What follows belongs to an exercise in optimizing a design on an open flow for small area, a short achievable clock period and few clock cycles; a production flow would make more cautious choices.
No activity file was given, so power comes from the tool's default toggle rates.

==> inputs of run G <==
==> flow/design.v <==
package lsce_pkg;
  localparam int MAX_COLUMNS = 4096;
  localparam int MAX_ROWS    = 4096;
  localparam int COL_W       = 12;
  localparam int CNT_W       = 13;
  localparam int ROW_W       = 12;
  localparam int GRAD_W      = 9;
  localparam int CENTRE_W    = 20;
  localparam logic [1:0] REG_GRAD_THRESHOLD = 2'd0;
  localparam logic [1:0] REG_WIDTH_MIN      = 2'd1;
  localparam logic [1:0] REG_WIDTH_MAX      = 2'd2;
endpackage
module lsce_front (
  input  logic        clk,
  input  logic        rst_n,
  input  logic        in_push,
  output logic        in_full,
  input  logic [7:0]  in_pixel,
  input  logic        in_row_end,
  input  logic        in_frame_end,
  input  logic [8:0]  thr,
  input  logic signed [12:0] wmin,
  input  logic signed [12:0] wmax,
  input  logic        job_ready,
  input  logic        job_ready_nxt,
  output logic        job_valid,
  output logic [8:0]  job_x,
  output logic [8:0]  job_uq,
  output logic [9:0]  job_a,
  output logic [9:0]  job_b,
  output logic [12:0] job_s1,
  output logic        job_found,
  output logic        job_last
);
  logic       in_full_r;
  logic       v_r, re_r, fe_r;
  logic signed [8:0] g_r;
  logic [7:0] ip0_r, ip1_r;    
  logic [1:0] pos_r;           
  logic [12:0] col_r;
  logic signed [8:0] prev_r, pk1_r, tr1_r;
  logic [8:0]  x_r, yq_r, uq_r, w_r;
  logic        ppend_r, tpend_r;
  logic [11:0] pkc_r, trc_r;
  logic        fin1_r, fin2_r, fin_n1_r, fin_last_r;
  logic        pass_a_r, pass_lo_r, pass_hi_r;
  logic accept, hold, go, take, first, in_room;
  logic signed [9:0] dp, dt, dg;
  logic cap_p, cap_t;
  logic [12:0] col_n;
  logic fin1_n, fin2_n, v_n, re_n;
  assign in_full = in_full_r;
  assign accept  = in_push && !in_full_r;
  assign in_room = !col_r[12];
  assign hold    = v_r && (fin1_r || (fin2_r && !job_ready)) && (re_r || col_r != '0);
  assign go      = v_r && !hold;
  assign take    = go && in_room && col_r != '0;
  assign first   = col_r == 13'd1;
  assign dp      = 10'(g_r) - 10'(pk1_r);
  assign dt      = 10'(g_r) - 10'(tr1_r);
  assign dg      = 10'(g_r) - 10'(prev_r);
  assign cap_p   = first || !dp[9];
  assign cap_t   = first || dt[9];
  always_comb begin
    col_n = col_r;
    if (go) begin
      if (re_r) col_n = '0;
      else if (in_room) col_n = col_r + 13'd1;
    end
    fin1_n = go && re_r;
    fin2_n = fin1_r || (fin2_r && !job_ready);
    v_n   = hold ? 1'b1 : accept;
    re_n  = hold ? re_r : in_row_end;
  end
  always_ff @(posedge clk) begin
    if (!rst_n) begin
      in_full_r <= 1'b0;
      v_r <= 1'b0;
      pos_r <= '0;
      col_r <= '0;
      fin1_r <= 1'b0;
      fin2_r <= 1'b0;
    end else begin
      in_full_r <= v_n && (fin1_n || (fin2_n && !job_ready_nxt)) && (re_n || col_n != '0);
      v_r <= v_n;
      if (accept) pos_r <= in_row_end ? 2'd0 : (pos_r == 2'd0 ? 2'd1 : 2'd2);
      col_r <= col_n;
      fin1_r <= fin1_n;
      fin2_r <= fin2_n;
    end
  end
  always_ff @(posedge clk) begin
    if (!hold) begin
      g_r <= pos_r[1] ? $signed({1'b0, in_pixel}) - $signed({1'b0, ip1_r}) : 9'sd0;
      re_r <= in_row_end;
      fe_r <= in_frame_end;
    end
    if (accept) begin
      ip1_r <= ip0_r;
      ip0_r <= in_pixel;
    end
    if (go && re_r) begin
      fin_n1_r <= col_r == '0;
      fin_last_r <= fe_r;
    end
    if (fin1_r) begin
      pass_a_r <= pass_a;
      pass_lo_r <= !wlo[13];
      pass_hi_r <= !whi[13];
    end
    if (take) begin
      prev_r <= g_r;
      ppend_r <= cap_p;
      tpend_r <= cap_t;
      if (ppend_r) yq_r <= ~dp[8:0];
      if (tpend_r) w_r <= dt[8:0];
      if (cap_p) begin
        pk1_r <= g_r;
        x_r <= first ? 9'd0 : dg[8:0];
        pkc_r <= col_r[11:0];
      end
      if (cap_t) begin
        tr1_r <= g_r;
        uq_r <= ~dg[8:0];
        trc_r <= col_r[11:0];
      end
    end
  end
  logic pass_a;
  logic signed [10:0] thr_s;
  logic signed [13:0] wlo, whi;
  logic signed [10:0] tlo, thi;
  always_comb begin
    thr_s = $signed({2'b00, thr});
    wlo = $signed({2'b00, trc_r}) - $signed({2'b00, pkc_r}) - 14'(wmin);    
    whi = 14'(wmax) - $signed({2'b00, trc_r}) + $signed({2'b00, pkc_r});    
    tlo = 11'(pk1_r) - thr_s;                                               
    thi = 11'sd0 - 11'(tr1_r) - thr_s;                                      
    pass_a = !fin_n1_r && (pk1_r > 9'sd0) && (tr1_r <= 9'sd0)
             && !tlo[10] && !thi[10] && (pkc_r != 12'd1) && (trc_r != 12'd1);
  end
  assign job_valid = fin2_r;
  assign job_x     = x_r;
  assign job_uq    = uq_r;
  assign job_a     = {1'b0, x_r} + {1'b0, ppend_r ? pk1_r : yq_r} + {9'd0, !ppend_r};
  assign job_b     = {1'b0, uq_r} + {1'b0, tpend_r ? ~tr1_r : w_r} + {8'd0, tpend_r, !tpend_r};
  assign job_s1    = {1'b0, pkc_r} + {1'b0, trc_r} - 13'd3;
  assign job_found = pass_a_r && pass_lo_r && pass_hi_r;
  assign job_last  = fin_last_r;
endmodule
module lsce_mul (
  input  logic        clk,
  input  logic        rst_n,
  input  logic        load,
  input  logic [8:0]  ld_x,
  input  logic [8:0]  ld_uq,
  input  logic [9:0]  ld_a,
  input  logic [9:0]  ld_b,
  input  logic [12:0] ld_s1,
  input  logic        ld_found,
  input  logic        ld_last,
  input  logic        take,
  output logic        valid,
  output logic        done,
  output logic        valid_nxt,
  output logic [19:0] d,
  output logic [19:0] e,
  output logic [12:0] s1,
  output logic        found,
  output logic        last
);
  logic        valid_r, done_r, prep_r;
  logic [2:0]  cnt_r;
  logic [8:0]  x_r;
  logic [9:0]  a_r;
  logic signed [10:0] accd_r;
  logic signed [11:0] acce_r;
  logic [11:0] bq_r, uq_r;    
  logic [2:0]  db_r;          
  logic        nu_r;          
  logic signed [12:0] pe_r;   
  function automatic logic [2:0] booth(input logic b1, input logic b0, input logic bm);
    booth[0] = b0 ^ bm;
    booth[1] = (b1 & ~b0 & ~bm) | (~b1 & b0 & bm);
    booth[2] = b1 & ~(b0 & bm);
  endfunction
  logic [2:0] dbn, dun;
  logic [11:0] ma, mx, mxa;
  logic signed [12:0] sum_d, pe_n;
  logic signed [13:0] sum_e;
  always_comb begin
    dbn = prep_r ? booth(bq_r[1], bq_r[0], 1'b0) : booth(bq_r[3], bq_r[2], bq_r[1]);
    dun = prep_r ? booth(uq_r[1], uq_r[0], 1'b0) : booth(uq_r[3], uq_r[2], uq_r[1]);
    mx  = dbn[0] ? {3'b0, x_r} : dbn[1] ? {2'b0, x_r, 1'b0} : 12'd0;
    mxa = dun[0] ? {2'b0, a_r} : dun[1] ? {1'b0, a_r, 1'b0} : 12'd0;
    pe_n = (dbn[2] ? ~{1'b0, mx} : {1'b0, mx}) + (dun[2] ? ~{1'b0, mxa} : {1'b0, mxa})
           + 13'(dbn[2]);
    ma  = db_r[0] ? {2'b0, a_r} : db_r[1] ? {1'b0, a_r, 1'b0} : 12'd0;
    sum_d = 13'(accd_r) + (db_r[2] ? ~{1'b0, ma} : {1'b0, ma}) + 13'(db_r[2]);
    sum_e = 14'(acce_r) + 14'(pe_r) + 14'(nu_r);
  end
  assign valid = valid_r;
  assign done  = done_r;
  assign valid_nxt = load || (valid_r && !take);
  assign d = {accd_r[7:0], bq_r};
  assign e = {acce_r[7:0], uq_r};
  always_ff @(posedge clk) begin
    if (!rst_n) begin
      valid_r <= 1'b0;
      done_r <= 1'b0;
    end else if (load) begin
      valid_r <= 1'b1;
      done_r <= !ld_found;
    end else if (take) begin
      valid_r <= 1'b0;
      done_r <= 1'b0;
    end else if (valid_r && !done_r && !prep_r && cnt_r == 3'd5) begin
      done_r <= 1'b1;
    end
  end
  always_ff @(posedge clk) begin
    db_r <= dbn;
    nu_r <= dun[2];
    pe_r <= pe_n;
    if (load) begin
      x_r <= ld_x;
      a_r <= ld_a;
      accd_r <= '0;
      acce_r <= 12'(ld_a);
      bq_r <= {2'b0, ld_b};
      uq_r <= {3'b0, ld_uq};
      s1 <= ld_s1;
      found <= ld_found;
      last <= ld_last;
      cnt_r <= '0;
      prep_r <= 1'b1;
    end else if (valid_r && !done_r) begin
      prep_r <= 1'b0;
      if (!prep_r) begin
        accd_r <= sum_d[12:2];
        acce_r <= sum_e[13:2];
        bq_r <= {sum_d[1:0], bq_r[11:2]};
        uq_r <= {sum_e[1:0], uq_r[11:2]};
        cnt_r <= cnt_r + 3'd1;
      end
    end
  end
endmodule
module lsce_back (
  input  logic        clk,
  input  logic        rst_n,
  input  logic        job_done,
  input  logic [19:0] job_d,
  input  logic [19:0] job_e,
  input  logic [12:0] job_s1,
  input  logic        job_found,
  input  logic        job_last,
  output logic        take,
  output logic        out_empty,
  input  logic        out_pop,
  output logic        out_found,
  output logic [19:0] out_centre_q8,
  output logic        out_last
);
  logic        valid_r, done_r;
  logic [3:0]  cnt_r;
  logic [19:0] r_r;
  logic        sb_r;
  logic [19:0] d_r;
  logic [7:0]  q_r;
  logic [12:0] s1_r;
  logic        pop;
  logic [20:0] t, diff;
  logic        qb;
  logic [19:0] c0, c1;
  assign pop  = out_pop && done_r;
  assign take = job_done && (!valid_r || pop);
  assign out_empty = !done_r;
  assign out_centre_q8 = r_r;
  assign t = {r_r, sb_r};
  assign diff = t - {1'b0, d_r};
  assign qb = !diff[20];
  assign c0 = {s1_r, q_r[6:0]} + {12'd0, q_r[7], 7'd0};
  assign c1 = c0 + 20'd1;
  always_ff @(posedge clk) begin
    if (!rst_n) begin
      valid_r <= 1'b0;
      done_r <= 1'b0;
    end else if (take) begin
      valid_r <= 1'b1;
      done_r <= !job_found;
    end else if (pop) begin
      valid_r <= 1'b0;
      done_r <= 1'b0;
    end else if (valid_r && !done_r && cnt_r == 4'd8) begin
      done_r <= 1'b1;
    end
  end
  always_ff @(posedge clk) begin
    if (take) begin
      d_r <= job_d;
      s1_r <= job_s1;
      out_found <= job_found;
      out_last <= job_last;
      r_r <= job_found ? {1'b0, job_e[19:1]} : 20'd0;
      sb_r <= job_e[0];
      cnt_r <= '0;
    end else if (valid_r && !done_r) begin
      cnt_r <= cnt_r + 4'd1;
      sb_r <= 1'b0;
      if (cnt_r == 4'd8) begin
        r_r <= qb ? c1 : c0;
      end else begin
        r_r <= qb ? diff[19:0] : t[19:0];
        q_r <= {q_r[6:0], qb};
      end
    end
  end
endmodule
module laser_stripe_center_extract (
  input  logic                clk,
  input  logic                rst_n,
  input  logic                in_push,
  output logic                in_full,
  input  logic [7:0]          in_pixel,
  input  logic                in_row_end,
  input  logic                in_frame_end,
  output logic                out_empty,
  input  logic                out_pop,
  output logic [lsce_pkg::ROW_W-1:0]    out_row_number,
  output logic                out_found,
  output logic [lsce_pkg::CENTRE_W-1:0] out_centre_q8,
  output logic                out_last,
  input  logic                cfg_valid,
  output logic                cfg_ready,
  input  logic [1:0]          cfg_index,
  input  logic [12:0]         cfg_data
);
  logic [8:0]         thr_r;
  logic signed [12:0] wmin_r, wmax_r;
  logic [11:0]        row_r;
  logic        job_valid, job_found, job_last;
  logic [8:0]  job_x, job_uq;
  logic [9:0]  job_a, job_b;
  logic [12:0] job_s1;
  logic        mul_valid, mul_done, mul_valid_nxt, mul_found, mul_last, mul_take;
  logic [19:0] mul_d, mul_e;
  logic [12:0] mul_s1;
  assign cfg_ready = 1'b1;
  always_ff @(posedge clk) begin
    if (!rst_n) begin
      thr_r <= 9'd35;
      wmin_r <= 13'sd1;
      wmax_r <= 13'sd20;
    end else if (cfg_valid) begin
      case (cfg_index)
        lsce_pkg::REG_GRAD_THRESHOLD: thr_r <= cfg_data[8:0];
        lsce_pkg::REG_WIDTH_MIN:      wmin_r <= $signed(cfg_data);
        lsce_pkg::REG_WIDTH_MAX:      wmax_r <= $signed(cfg_data);
        default: begin
        end
      endcase
    end
  end
  always_ff @(posedge clk) begin
    if (!rst_n) begin
      row_r <= '0;
    end else if (out_pop && !out_empty) begin
      if (out_last) row_r <= '0;
      else if (row_r != 12'hfff) row_r <= row_r + 12'd1;
    end
  end
  assign out_row_number = row_r;
  lsce_front u_front (
    .clk          (clk),
    .rst_n        (rst_n),
    .in_push      (in_push),
    .in_full      (in_full),
    .in_pixel     (in_pixel),
    .in_row_end   (in_row_end),
    .in_frame_end (in_frame_end),
    .thr          (thr_r),
    .wmin         (wmin_r),
    .wmax         (wmax_r),
    .job_ready    (!mul_valid),
    .job_ready_nxt(!mul_valid_nxt),
    .job_valid    (job_valid),
    .job_x        (job_x),
    .job_uq        (job_uq),
    .job_a        (job_a),
    .job_b        (job_b),
    .job_s1       (job_s1),
    .job_found    (job_found),
    .job_last     (job_last)
  );
  lsce_mul u_mul (
    .clk       (clk),
    .rst_n     (rst_n),
    .load      (job_valid && !mul_valid),
    .ld_x      (job_x),
    .ld_uq     (job_uq),
    .ld_a      (job_a),
    .ld_b      (job_b),
    .ld_s1     (job_s1),
    .ld_found  (job_found),
    .ld_last   (job_last),
    .take      (mul_take),
    .valid     (mul_valid),
    .done      (mul_done),
    .valid_nxt (mul_valid_nxt),
    .d         (mul_d),
    .e         (mul_e),
    .s1        (mul_s1),
    .found     (mul_found),
    .last      (mul_last)
  );
  lsce_back u_back (
    .clk           (clk),
    .rst_n         (rst_n),
    .job_done      (mul_done),
    .job_d         (mul_d),
    .job_e         (mul_e),
    .job_s1        (mul_s1),
    .job_found     (mul_found),
    .job_last      (mul_last),
    .take          (mul_take),
    .out_empty     (out_empty),
    .out_pop       (out_pop),
    .out_found     (out_found),
    .out_centre_q8 (out_centre_q8),
    .out_last      (out_last)
  );
endmodule
==> flow/run.sh <==
#!/bin/bash
# synth_recipe.tcl (not shown) runs the flow's synth.tcl, then flattens the netlist and writes it again
# the make line also repeats each setting of config.mk as NAME=value (left out here)
make -C /OpenROAD-flow-scripts/flow DESIGN_CONFIG=/design/flow/config.mk WORK_HOME=/design/flow/orfs CLKGATE_MAP_FILE= SYNTH_SCRIPT=/design/flow/synth_recipe.tcl finish
==> flow/config.mk <==
export PLATFORM = sky130hd
export DESIGN_NAME = laser_stripe_center_extract
export DESIGN_NICKNAME = laser_stripe_center_extract
export VERILOG_FILES = /design/flow/design.v
export SDC_FILE = /design/flow/constraint.sdc
export NUM_CORES = 4
export LEC_CHECK = 0
export CAP_MARGIN = 20
export CORE_MARGIN = 2
export CORE_UTILIZATION = 40
export SETUP_SLACK_MARGIN = 4.5
export SLEW_MARGIN = 20
==> flow/constraint.sdc <==
create_clock -name core_clock -period 8.0 [get_ports {clk}]
set_input_delay 1.6000 -clock core_clock [delete_from_list [all_inputs] [get_ports {clk}]]
set_output_delay 1.6000 -clock core_clock [all_outputs]
set_load 0.01 [all_outputs]
==> inputs of run Z, as changes to run G <==
--- a/flow/design.v
+++ b/flow/design.v
@@ -39,4 +39,5 @@
   logic [1:0] pos_r;           
   logic [12:0] col_r;
+  logic        colnz_r, first_r;    
   logic signed [8:0] prev_r, pk1_r, tr1_r;
   logic [8:0]  x_r, yq_r, uq_r, w_r;
@@ -49,12 +50,12 @@
   logic cap_p, cap_t;
   logic [12:0] col_n;
-  logic fin1_n, fin2_n, v_n, re_n;
+  logic fin1_n, fin2_n, v_n, re_n, colnz_n;
   assign in_full = in_full_r;
   assign accept  = in_push && !in_full_r;
   assign in_room = !col_r[12];
-  assign hold    = v_r && (fin1_r || (fin2_r && !job_ready)) && (re_r || col_r != '0);
+  assign hold    = v_r && (fin1_r || (fin2_r && !job_ready)) && (re_r || colnz_r);
   assign go      = v_r && !hold;
-  assign take    = go && in_room && col_r != '0;
-  assign first   = col_r == 13'd1;
+  assign take    = go && in_room && colnz_r;
+  assign first   = first_r;
   assign dp      = 10'(g_r) - 10'(pk1_r);
   assign dt      = 10'(g_r) - 10'(tr1_r);
@@ -68,4 +69,5 @@
       else if (in_room) col_n = col_r + 13'd1;
     end
+    colnz_n = go ? !re_r : colnz_r;
     fin1_n = go && re_r;
     fin2_n = fin1_r || (fin2_r && !job_ready);
@@ -79,11 +81,15 @@
       pos_r <= '0;
       col_r <= '0;
+      colnz_r <= 1'b0;
+      first_r <= 1'b0;
       fin1_r <= 1'b0;
       fin2_r <= 1'b0;
     end else begin
-      in_full_r <= v_n && (fin1_n || (fin2_n && !job_ready_nxt)) && (re_n || col_n != '0);
+      in_full_r <= v_n && (fin1_n || (fin2_n && !job_ready_nxt)) && (re_n || colnz_n);
       v_r <= v_n;
       if (accept) pos_r <= in_row_end ? 2'd0 : (pos_r == 2'd0 ? 2'd1 : 2'd2);
       col_r <= col_n;
+      colnz_r <= colnz_n;
+      if (go) first_r <= !re_r && !colnz_r;
       fin1_r <= fin1_n;
       fin2_r <= fin2_n;
@@ -101,5 +107,5 @@
     end
     if (go && re_r) begin
-      fin_n1_r <= col_r == '0;
+      fin_n1_r <= !colnz_r;
       fin_last_r <= fe_r;
     end
@@ -117,5 +123,5 @@
       if (cap_p) begin
         pk1_r <= g_r;
-        x_r <= first ? 9'd0 : dg[8:0];
+        x_r <= dg[8:0];
         pkc_r <= col_r[11:0];
       end
@@ -170,5 +176,5 @@
   output logic        last
 );
-  logic        valid_r, done_r, prep_r;
+  logic        valid_r, done_r;
   logic [2:0]  cnt_r;
   logic [8:0]  x_r;
@@ -177,7 +183,5 @@
   logic signed [11:0] acce_r;
   logic [11:0] bq_r, uq_r;    
-  logic [2:0]  db_r;          
-  logic        nu_r;          
-  logic signed [12:0] pe_r;   
+  logic [2:0]  db_r, du_r;      
   function automatic logic [2:0] booth(input logic b1, input logic b0, input logic bm);
     booth[0] = b0 ^ bm;
@@ -185,18 +189,14 @@
     booth[2] = b1 & ~(b0 & bm);
   endfunction
-  logic [2:0] dbn, dun;
   logic [11:0] ma, mx, mxa;
-  logic signed [12:0] sum_d, pe_n;
+  logic signed [12:0] sum_d;
   logic signed [13:0] sum_e;
   always_comb begin
-    dbn = prep_r ? booth(bq_r[1], bq_r[0], 1'b0) : booth(bq_r[3], bq_r[2], bq_r[1]);
-    dun = prep_r ? booth(uq_r[1], uq_r[0], 1'b0) : booth(uq_r[3], uq_r[2], uq_r[1]);
-    mx  = dbn[0] ? {3'b0, x_r} : dbn[1] ? {2'b0, x_r, 1'b0} : 12'd0;
-    mxa = dun[0] ? {2'b0, a_r} : dun[1] ? {1'b0, a_r, 1'b0} : 12'd0;
-    pe_n = (dbn[2] ? ~{1'b0, mx} : {1'b0, mx}) + (dun[2] ? ~{1'b0, mxa} : {1'b0, mxa})
-           + 13'(dbn[2]);
     ma  = db_r[0] ? {2'b0, a_r} : db_r[1] ? {1'b0, a_r, 1'b0} : 12'd0;
+    mx  = db_r[0] ? {3'b0, x_r} : db_r[1] ? {2'b0, x_r, 1'b0} : 12'd0;
+    mxa = du_r[0] ? {2'b0, a_r} : du_r[1] ? {1'b0, a_r, 1'b0} : 12'd0;
     sum_d = 13'(accd_r) + (db_r[2] ? ~{1'b0, ma} : {1'b0, ma}) + 13'(db_r[2]);
-    sum_e = 14'(acce_r) + 14'(pe_r) + 14'(nu_r);
+    sum_e = 14'(acce_r) + (db_r[2] ? ~{2'b0, mx} : {2'b0, mx})
+            + (du_r[2] ? ~{2'b0, mxa} : {2'b0, mxa}) + 14'(db_r[2]) + 14'(du_r[2]);
   end
   assign valid = valid_r;
@@ -215,12 +215,9 @@
       valid_r <= 1'b0;
       done_r <= 1'b0;
-    end else if (valid_r && !done_r && !prep_r && cnt_r == 3'd5) begin
+    end else if (valid_r && !done_r && cnt_r == 3'd5) begin
       done_r <= 1'b1;
     end
   end
   always_ff @(posedge clk) begin
-    db_r <= dbn;
-    nu_r <= dun[2];
-    pe_r <= pe_n;
     if (load) begin
       x_r <= ld_x;
@@ -230,18 +227,18 @@
       bq_r <= {2'b0, ld_b};
       uq_r <= {3'b0, ld_uq};
+      db_r <= booth(ld_b[1], ld_b[0], 1'b0);
+      du_r <= booth(ld_uq[1], ld_uq[0], 1'b0);
       s1 <= ld_s1;
       found <= ld_found;
       last <= ld_last;
       cnt_r <= '0;
-      prep_r <= 1'b1;
     end else if (valid_r && !done_r) begin
-      prep_r <= 1'b0;
-      if (!prep_r) begin
-        accd_r <= sum_d[12:2];
-        acce_r <= sum_e[13:2];
-        bq_r <= {sum_d[1:0], bq_r[11:2]};
-        uq_r <= {sum_e[1:0], uq_r[11:2]};
-        cnt_r <= cnt_r + 3'd1;
-      end
+      accd_r <= sum_d[12:2];
+      acce_r <= sum_e[13:2];
+      bq_r <= {sum_d[1:0], bq_r[11:2]};
+      uq_r <= {sum_e[1:0], uq_r[11:2]};
+      db_r <= booth(bq_r[3], bq_r[2], bq_r[1]);
+      du_r <= booth(uq_r[3], uq_r[2], uq_r[1]);
+      cnt_r <= cnt_r + 3'd1;
     end
   end
@@ -273,5 +270,5 @@
   logic [20:0] t, diff;
   logic        qb;
-  logic [19:0] c0, c1;
+  logic [19:0] c0, c1, r1, r0;
   assign pop  = out_pop && done_r;
   assign take = job_done && (!valid_r || pop);
@@ -283,4 +280,6 @@
   assign c0 = {s1_r, q_r[6:0]} + {12'd0, q_r[7], 7'd0};
   assign c1 = c0 + 20'd1;
+  assign r1 = cnt_r == 4'd8 ? c1 : diff[19:0];
+  assign r0 = cnt_r == 4'd8 ? c0 : t[19:0];
   always_ff @(posedge clk) begin
     if (!rst_n) begin
@@ -309,10 +308,6 @@
       cnt_r <= cnt_r + 4'd1;
       sb_r <= 1'b0;
-      if (cnt_r == 4'd8) begin
-        r_r <= qb ? c1 : c0;
-      end else begin
-        r_r <= qb ? diff[19:0] : t[19:0];
-        q_r <= {q_r[6:0], qb};
-      end
+      r_r <= qb ? r1 : r0;
+      if (cnt_r != 4'd8) q_r <= {q_r[6:0], qb};
     end
   end
--- a/flow/config.mk
+++ b/flow/config.mk
@@ -9,4 +9,7 @@
 export CORE_MARGIN = 2
 export CORE_UTILIZATION = 40
+export CTS_BUF_LIST = sky130_fd_sc_hd__clkbuf_8
+export CTS_CLUSTER_DIAMETER = 70
+export CTS_CLUSTER_SIZE = 12
 export SETUP_SLACK_MARGIN = 4.5
 export SLEW_MARGIN = 20
==> qor summary <==
metric                                                                                            run G                       run Z
Result of the run                                                              timing/DRC/antenna clean    timing/DRC/antenna clean
Number of sequential cells                                                                          361                         351
Met2 usage in global routing                                                                      29.7%                       29.0%
Post-synthesis mux area share                                                                     1.72%                       1.77%
Number of antenna violations at the first check in global routing                                     0                           1
Total clock buffers created by CTS                                                                   40                          36
Post-Route Utilization                                                                            46.4%                       46.0%
Post-synth EDFFs                                                                                    247                         253
Crit path max-delay cell type                                                     sky130_fd_sc_hd__fa_1   sky130_fd_sc_hd__edfxtp_1
Fraction of met3 tracks used by global routing                                                    2.46%                       2.18%
Synth unique cells                                                                                   76                          79
Per-cell via count in the routed design                                                            5.21                        5.19
Share of synthesized cell area in full adder, half adder and majority cells                       14.1%                       14.4%
Max transition margin                                                                             34.0%                       39.0%
Proportion of layout cells with a drive suffix above 1                                            8.28%                       9.61%
Number of instances in the synthesized netlist                                                     2170                        2124
Met1 Track Usage GR                                                                               24.7%                       24.6%
Startpoint of the worst-slack reg-to-reg timing path                         u_front.trc_r[0]$_DFFE_PP_  u_front.trc_r[1]$_DFFE_PP_
Internal reg-to-reg setup slack                                                                 4.52 ns                     4.53 ns
Overall power                                                                                   5.47 mW                     4.00 mW
Post-Route Skew                                                                               0.0175 ns                   0.0361 ns
Root buffer selected by CTS                                                  sky130_fd_sc_hd__clkbuf_16   sky130_fd_sc_hd__clkbuf_8
DRC marker count from the first detailed-route iteration                                            935                         832
Combinational group power                                                                       1.42 mW                      748 uW
Internal power contribution                                                                     3.85 mW                     2.87 mW
No functional check of the RTL was part of any run of this note.

-- re-timing with driven ports --
In the flow no input, the clock included, has a driving cell. The finished layouts below were timed again as built, in two steps.
Step 1 assumes that a clkbuf_16 drives the clock port and a buf_2 every other input.
Step 2 also shifts input and output timing later by t, the mid clock arrival at the registers, as if the neighbouring blocks saw the same clock.
a / b / c = no drivers / after step 1 / after step 2; a / b = the first two.
| run | t, ns | slack for setup (ns) | hold WS [ns] | worst setup path after step 2 |
|---|---|---|---|---|
| run G | 0.609 | 4.518 / 4.518 / 4.086 | 0.414 / 0.414 / 0.414 | input to register |
| run Z | 0.643 | 4.531 / 4.531 / 4.026 | 0.421 / 0.421 / 0.421 | input to register |
After both steps setup and hold are still met in every run listed. For run Z, which loses most, drivers alone change the setup slack by 0.000 ns; drivers and shift together by -0.505 ns.
